From an optimization exercise on the open Yosys and OpenROAD flow, aimed at small area, a short achievable clock period and few clock cycles; shortcuts taken in it are not production practice. Where RTL was checked, it was by simulation tests only, not by an equivalence proof against the original. Power is estimated from default activity; no workload was simulated.

## run A
Design graph_depth_first_search_core, start of the top module:
module graph_depth_first_search_core (
   input  wire logic                clock,
   input  wire logic                reset,
   input  wire logic                req_valid,
   output      logic                req_ready,
   input  wire logic [OP_W-1:0]     req_opcode,
   input  wire logic [VERTEX_W-1:0] req_vertex_a,
   input  wire logic [VERTEX_W-1:0] req_vertex_b,
   output      logic                rsp_valid,
   input  wire logic                rsp_ready,
   output      logic [VERTEX_W-1:0] rsp_vertex_out,
   output      logic                rsp_last_of_run,
   output      logic [STATUS_W-1:0] rsp_status,
   input  wire logic                csr_valid,
   output      logic                csr_ready,
   input  wire logic [CFG_W-1:0]    csr_vertex_count
);
Size: ~4000 cells after synthesis, ~30 I/O pins, about 38000 um^2 of cells after synthesis.
clock: 10.0 ns
lec_check: 0
abc_area: 1
cap_margin: 20
core_margin: 2
core_utilization: 35
setup_slack_margin: 5
slew_margin: 20
tns_end_percent: 100
run.sh (not shown) runs the stock make flow with config.mk's settings and CLKGATE_MAP_FILE= SYNTH_SCRIPT=/design/flow/synth_recipe.tcl, a recipe that flattens the netlist after the stock synthesis.
Testbench counts of run A, summed over its fixed seeds: cycles 12,998.
Here is what was changed in the inputs of run B compared with run A.
# run A
export LEC_CHECK = 0
export ABC_AREA = 1
export CAP_MARGIN = 20
export CORE_MARGIN = 2
export CORE_UTILIZATION = 35
export SETUP_SLACK_MARGIN = 5
export SLEW_MARGIN = 20
export TNS_END_PERCENT = 100
create_clock -name core_clock -period 10.0 [get_ports {clock}]
# run B
export LEC_CHECK = 0
export ABC_AREA = 1
export CAP_MARGIN = 20
export CORE_MARGIN = 2
export CORE_UTILIZATION = 45
export SETUP_SLACK_MARGIN = 5
export SLEW_MARGIN = 20
export TNS_END_PERCENT = 100
create_clock -name core_clock -period 10.0 [get_ports {clock}]
Notes after the runs:
For the wire length of the first global-routing pass, run B came in 1.2 mm lower than run A did.
Number of buffers and inverters on the critical path on run B is up relative to run A.
Per the comparison of run B with run A, global-route track usage on met3 went up 1.8 points, all-layer global routing usage increased 6.4 points.
Going from run A to run B, number of synthesized flops with an enable pin held steady; maximum clock rate shrank by about 0.32%; post-route standard cell area excluding fillers shrank by 0.44%; slack of the worst reg-to-reg path shrank by 0.02 ns.
Compared with run A, run B shows a lower required time of the critical path.
What run C does differently from run B at the input level:
# run B
export LEC_CHECK = 0
export ABC_AREA = 1
export CAP_MARGIN = 20
export CORE_MARGIN = 2
export CORE_UTILIZATION = 45
export SETUP_SLACK_MARGIN = 5
export SLEW_MARGIN = 20
export TNS_END_PERCENT = 100
create_clock -name core_clock -period 10.0 [get_ports {clock}]
# run C
export LEC_CHECK = 0
export ABC_AREA = 1
export CAP_MARGIN = 20
export CORE_MARGIN = 2
export CORE_UTILIZATION = 55
export SETUP_SLACK_MARGIN = 5
export SLEW_MARGIN = 20
export TNS_END_PERCENT = 100
create_clock -name core_clock -period 10.0 [get_ports {clock}]
- Core utilization: run C higher than run B
- Compared run C vs run B, and relative slew slack is down in run C.
- Diff run B -> run C | power | decrease of about 1.7%
- Measured against each other, run B and run C differ in switching portion of total power, the lower figure coming from run B.
- Run comparison: run C launching element of the worst setup path curv_oh[6]$_DFFE_PP_; run B launching element of the worst setup path curv_oh[4]$_DFFE_PP_
- Run B has a lower routed wire length than run C.
- Changes observed in run C relative to run B: area of the multi-input gates +0.49%; non-clock buffer count climbed 18.
- Worst setup path endpoint = curv_oh[0]$_DFFE_PP_: run B; worst setup path endpoint = curv_oh[10]$_DFFE_PP_: run C

* * *

graph_depth_first_search_core, a different RTL version from the one above (not shown whole).
For scale: about 750 flip-flops, roughly 30 I/O pins, about 37000 um2 of cells after synthesis.
==> flow/design.v (excerpt) <==
module graph_depth_first_search_core (
   input  wire logic                clock,
   input  wire logic                reset,
   input  wire logic                req_valid,
   output      logic                req_ready,
   input  wire logic [OP_W-1:0]     req_opcode,
   input  wire logic [VERTEX_W-1:0] req_vertex_a,
   input  wire logic [VERTEX_W-1:0] req_vertex_b,
   output      logic                rsp_valid,
   input  wire logic                rsp_ready,
   output      logic [VERTEX_W-1:0] rsp_vertex_out,
   output      logic                rsp_last_of_run,
   output      logic [STATUS_W-1:0] rsp_status,
   input  wire logic                csr_valid,
   output      logic                csr_ready,
   input  wire logic [CFG_W-1:0]    csr_vertex_count
);
   localparam logic [1:0] E_IDLE = 2'd0;
   localparam logic [1:0] E_ONE  = 2'd1;
   localparam logic [1:0] E_WALK = 2'd2;
   logic [CFG_W-1:0] vcount_ff;
   always_ff @(posedge clock) begin
      if (reset) begin
         vcount_ff <= VCOUNT_RESET;
      end else if (csr_valid) begin
         vcount_ff <= csr_vertex_count;
      end
   end
   assign csr_ready = 1'b1;
   logic       qv_ff;
   logic [1:0] qop_ff;
   logic [3:0] qa_ff;
   logic [3:0] qb_ff;
   logic       req_fire;
   logic       take;
   assign req_ready = !qv_ff;
   assign req_fire  = req_valid && !qv_ff;
   always_ff @(posedge clock) begin
      if (reset) begin
         qv_ff <= 1'b0;
      end else if (take) begin
         qv_ff <= 1'b0;
      end else if (req_fire) begin
         qv_ff <= 1'b1;
      end
   end
   always_ff @(posedge clock) begin
      if (req_fire) begin
         qop_ff <= req_opcode;
         qa_ff  <= req_vertex_a;
         qb_ff  <= req_vertex_b;
      end
   end
   logic [1:0] nop;
   logic [3:0] na;
   logic [3:0] nb;
   logic       na_ok;
   logic       nb_ok;
   logic       n_walk;
  ...
==> flow/config.mk <==
export PLATFORM = sky130hd
export DESIGN_NAME = graph_depth_first_search_core
export DESIGN_NICKNAME = graph_depth_first_search_core
export VERILOG_FILES = /design/flow/design.v
export SDC_FILE = /design/flow/constraint.sdc
export NUM_CORES = 4
export LEC_CHECK = 0
export ABC_AREA = 1
export CAP_MARGIN = 20
export CORE_MARGIN = 2
export CORE_UTILIZATION = 40
export CTS_CLUSTER_DIAMETER = 100
export CTS_CLUSTER_SIZE = 30
export SETUP_SLACK_MARGIN = 5
export SLEW_MARGIN = 20
export TNS_END_PERCENT = 20
==> flow/constraint.sdc <==
create_clock -name core_clock -period 10.0 [get_ports {clock}]
set_input_delay 2.0000 -clock core_clock [delete_from_list [all_inputs] [get_ports {clock}]]
set_output_delay 2.0000 -clock core_clock [all_outputs]
set_load 0.01 [all_outputs]
The starting point ran to the end with no violations.
Testbench counts at the start, summed over its fixed seeds: cycles 12,069.
Change:
--- a/flow/config.mk
+++ b/flow/config.mk
@@ -12,5 +12,5 @@
 export CTS_CLUSTER_DIAMETER = 100
-export CTS_CLUSTER_SIZE = 30
-export SETUP_SLACK_MARGIN = 5
+export CTS_CLUSTER_SIZE = 20
+export SETUP_SLACK_MARGIN = 4.5
 export SLEW_MARGIN = 20
-export TNS_END_PERCENT = 20
+export TNS_END_PERCENT = 100
After rerunning: Synthesized area does not change. Global-route usage is about the same. Cell count stays flat. Total power hardly moves. Worst hold slack improved by 0.020 ns. Routed wire length goes down by 0.32%. Cell area goes down by 0.84%. Non-clock buffer count goes down by 23.
Change:
==> flow/flow/run.sh (new file) <==
#!/bin/bash
set -euo pipefail
sed 's/"\${@:-finish}"/SETUP_SLACK_MARGIN=6 "${@:-finish}"/' standard.sh > standard_margin.sh
grep -q 'SETUP_SLACK_MARGIN=6' standard_margin.sh
bash standard_margin.sh > layout.log 2>&1
==> flow/standard.sh (new file) <==
#!/bin/bash
# synth_recipe.tcl (not shown) runs the flow's synth.tcl, then flattens the netlist and writes it again
# the make line also repeats each setting of config.mk as NAME=value (left out here)
make -C /OpenROAD-flow-scripts/flow DESIGN_CONFIG=/design/flow/config.mk WORK_HOME=/design/flow/orfs CLKGATE_MAP_FILE= SYNTH_SCRIPT=/design/flow/synth_recipe.tcl "${@:-finish}"
--- a/flow/config.mk
+++ b/flow/config.mk
@@ -12,4 +12,4 @@
 export CTS_CLUSTER_DIAMETER = 100
-export CTS_CLUSTER_SIZE = 20
-export SETUP_SLACK_MARGIN = 4.5
+export CTS_CLUSTER_SIZE = 30
+export SETUP_SLACK_MARGIN = 5
 export SLEW_MARGIN = 20
removed: flow/run.sh
Result: The changed run completed without violations. Via count goes up by 7.7%. Combinational power goes up by 48%. Power goes up by 15%. Design area goes up by 15%. Wire length goes up by 13%. Core utilization goes up by 6.6 points. Non-clock buffer count goes up by 311. Clock power goes down by about 5%. Cell count goes up by 6.1%.
Change:
==> flow/run.sh (new file) <==
#!/bin/bash
# synth_recipe.tcl (not shown) runs the flow's synth.tcl, then flattens the netlist and writes it again
# the make line also repeats each setting of config.mk as NAME=value (left out here)
make -C /OpenROAD-flow-scripts/flow DESIGN_CONFIG=/design/flow/config.mk WORK_HOME=/design/flow/orfs CLKGATE_MAP_FILE= SYNTH_SCRIPT=/design/flow/synth_recipe.tcl finish
--- a/flow/config.mk
+++ b/flow/config.mk
@@ -12,3 +12,3 @@
 export CTS_CLUSTER_DIAMETER = 100
-export CTS_CLUSTER_SIZE = 30
+export CTS_CLUSTER_SIZE = 20
 export SETUP_SLACK_MARGIN = 5
removed: flow/flow/run.sh
removed: flow/standard.sh
The new run finished clean.
Wire length fell by about 11%.
Area after synthesis is unchanged.
Design area fell by about 12%.
Worst setup slack degrades by 0.22 ns.
Power fell by 12%.
Combinational power fell by about 30%.

* * *

Another version of the RTL of graph_depth_first_search_core (not shown whole).
Size in the first run: roughly 2,800 cells after synthesis, roughly 30 I/O pins, roughly 36,000 um2 of cells after synthesis.
make LEC_CHECK=0 ABC_CLOCK_PERIOD_IN_PS=5000 CAP_MARGIN=20 CORE_MARGIN=2 CORE_UTILIZATION=55 SETUP_SLACK_MARGIN=3.5 SLEW_MARGIN=20 TNS_END_PERCENT=100 finish   # period 10.0 ns
Stock flow here: none of the scripts above is used.
Next try:
--- a/flow/config.mk
+++ b/flow/config.mk
@@ -6,5 +6,4 @@
 export NUM_CORES = 4
 export LEC_CHECK = 0
-export ABC_CLOCK_PERIOD_IN_PS = 5000
 export CAP_MARGIN = 20
 export CORE_MARGIN = 2
After rerunning: Total power stays the same; first-iteration DRC count does not change; non-clock buffer count is unchanged; routed wire length stays the same.
Function was not checked in any run of this note: the RTL went through the layout flow alone.

* * *

## amber
RTL: one of the versions met above, not the one the previous note started from.
Size: roughly 3000 cells after synthesis, roughly 750 flip-flops, about 0.036 mm² of cells after synthesis.
Settings: LEC_CHECK=0, CAP_MARGIN=20, CORE_MARGIN=2, CORE_UTILIZATION=40, CTS_CLUSTER_DIAMETER=100, CTS_CLUSTER_SIZE=20, SETUP_SLACK_MARGIN=5, SLEW_MARGIN=20, TNS_END_PERCENT=100; clock period 10.0 ns.
amber: flow completed, timing, DRC and antenna clean
Testbench counts of amber, summed over its fixed seeds: cycles 12,069.
Input-level comparison between juniper and amber:
diff --git a/flow/config.mk b/flow/config.mk
--- a/flow/config.mk
+++ b/flow/config.mk
@@ -7,5 +7,6 @@
 export LEC_CHECK = 0
+export ABC_AREA = 1
 export CAP_MARGIN = 20
 export CORE_MARGIN = 2
-export CORE_UTILIZATION = 40
+export CORE_UTILIZATION = 30
 export CTS_CLUSTER_DIAMETER = 100
==> run notes <==
amber and juniper ended up with nearly the same sequential power.
The run showing the smaller combinational share of power is amber.
Measured against each other, amber and juniper differ in final-layout worst hold slack, the higher figure coming from juniper.
Taking amber as the reference, in juniper wire length of the first global-routing pass fell 1.3%; proportion of power drawn by flip-flops and latches fell 7.5 points.
The following lists how nickel was set up differently from juniper:
diff --git a/flow/config.mk b/flow/config.mk
--- a/flow/config.mk
+++ b/flow/config.mk
@@ -10,5 +10,5 @@
 export CORE_MARGIN = 2
-export CORE_UTILIZATION = 30
-export CTS_CLUSTER_DIAMETER = 100
-export CTS_CLUSTER_SIZE = 20
+export CORE_UTILIZATION = 40
+export CTS_CLUSTER_DIAMETER = 150
+export CTS_CLUSTER_SIZE = 25
 export SETUP_SLACK_MARGIN = 5
==> run notes <==
- The run showing the smaller net switching power figure is nickel.
- Compared nickel against juniper; worst clock skew on the final layout within noise.
- Layout filler cell count, juniper and nickel: smaller value in nickel
- nickel vs. juniper: total power decreased by 3.3% relative to the old numbers; fraction of power consumed by the clock network lost 2.2 points; worst setup slack moved down; clock-buffer cell count lower; total sequential power has remained practically unchanged.
- In the tables for juniper and nickel, combinational fraction of design power reads higher with nickel.
- H-tree level count: nickel vs juniper identical
diff inputs: nickel => indigo
diff --git a/flow/config.mk b/flow/config.mk
--- a/flow/config.mk
+++ b/flow/config.mk
@@ -11,4 +11,4 @@
 export CORE_UTILIZATION = 40
-export CTS_CLUSTER_DIAMETER = 150
-export CTS_CLUSTER_SIZE = 25
+export CTS_CLUSTER_DIAMETER = 100
+export CTS_CLUSTER_SIZE = 30
 export SETUP_SLACK_MARGIN = 5
Findings:
In the tables for nickel and indigo, power dissipated by switching net loads reads higher with indigo. nickel reports its end point of the critical path as vis_ff[7]$_DFFE_PP_ while indigo reports curv_oh[14]$_DFFE_PP_. Sort nickel and indigo by power desc -> top: indigo. A highest routed metal layer of met5 is what nickel shows, while met4 belongs to indigo. The routing usage on met1 of indigo and that of nickel are within noise of each other. indigo vs nickel: number of buffers inserted during clock tree synthesis down by a few percent. Areal power density over the cells sits higher in indigo than in nickel. There was hardly any difference in total vias in the final route between nickel and indigo. Clock buffer count in the final layout (indigo vs. nickel) decreases by more than 10%. As far as detailed-route wire length is concerned, indigo and nickel perform about the same. On number of setup violations in the final report, nickel tracks indigo almost exactly. Having completed the whole flow, indigo delivered a layout that passed the timing, design-rule and antenna checks.

## port drivers added, routing unchanged
The flow's constraints put no driver on any port. The routed layouts listed below were extracted and timed again, unchanged, in two steps.
Step 1 sets driving cells, clkbuf_16 on the clock port and buf_2 on the other inputs (assumed; they add their load-dependent delay and slew).
Step 2 times the ports against the registers' clock, not the clock port: input delays grow and output delays shrink by t, the midpoint of the rising clock arrivals with the driver on.
a / b / c = ideal / step 1 / step 2; a / b = the first two.
run | t (ns) | setup slack, ns | cell pins on the clock port's net
run A | 0.700 | 5.192 / 5.192 / 5.190 | 1
run B | 0.708 | 5.176 / 5.176 / 5.176 | 1
run C | 0.704 | 5.092 / 5.092 / 5.092 | 1
the first run of note 2 | 0.682 | 5.083 / 5.083 / 4.864 | 1
the second run of note 2 | 0.696 | 4.723 / 4.723 / 4.723 | 1
the third run of note 2 | 0.680 | 5.387 / 5.387 / 5.134 | 1
the fourth run of note 2 | 0.704 | 5.163 / 5.163 / 4.710 | 1
the first run of note 3 | 0.703 | 3.678 / 3.678 / 3.678 | 1
the second run of note 3 | 0.703 | 3.678 / 3.678 / 3.678 | 1
amber | 0.670 | 4.483 / 4.483 / 4.306 | 1
juniper | 0.713 | 5.140 / 5.140 / 4.738 | 1
nickel | 0.674 | 5.113 / 5.113 / 4.856 | 1
indigo | 0.678 | 5.104 / 5.104 / 4.869 | 1
After both steps every run listed still meets setup and hold. The setup slack of the fourth run of note 2, which loses most, moves by 0.000 ns with the drivers and by -0.453 ns with both steps.
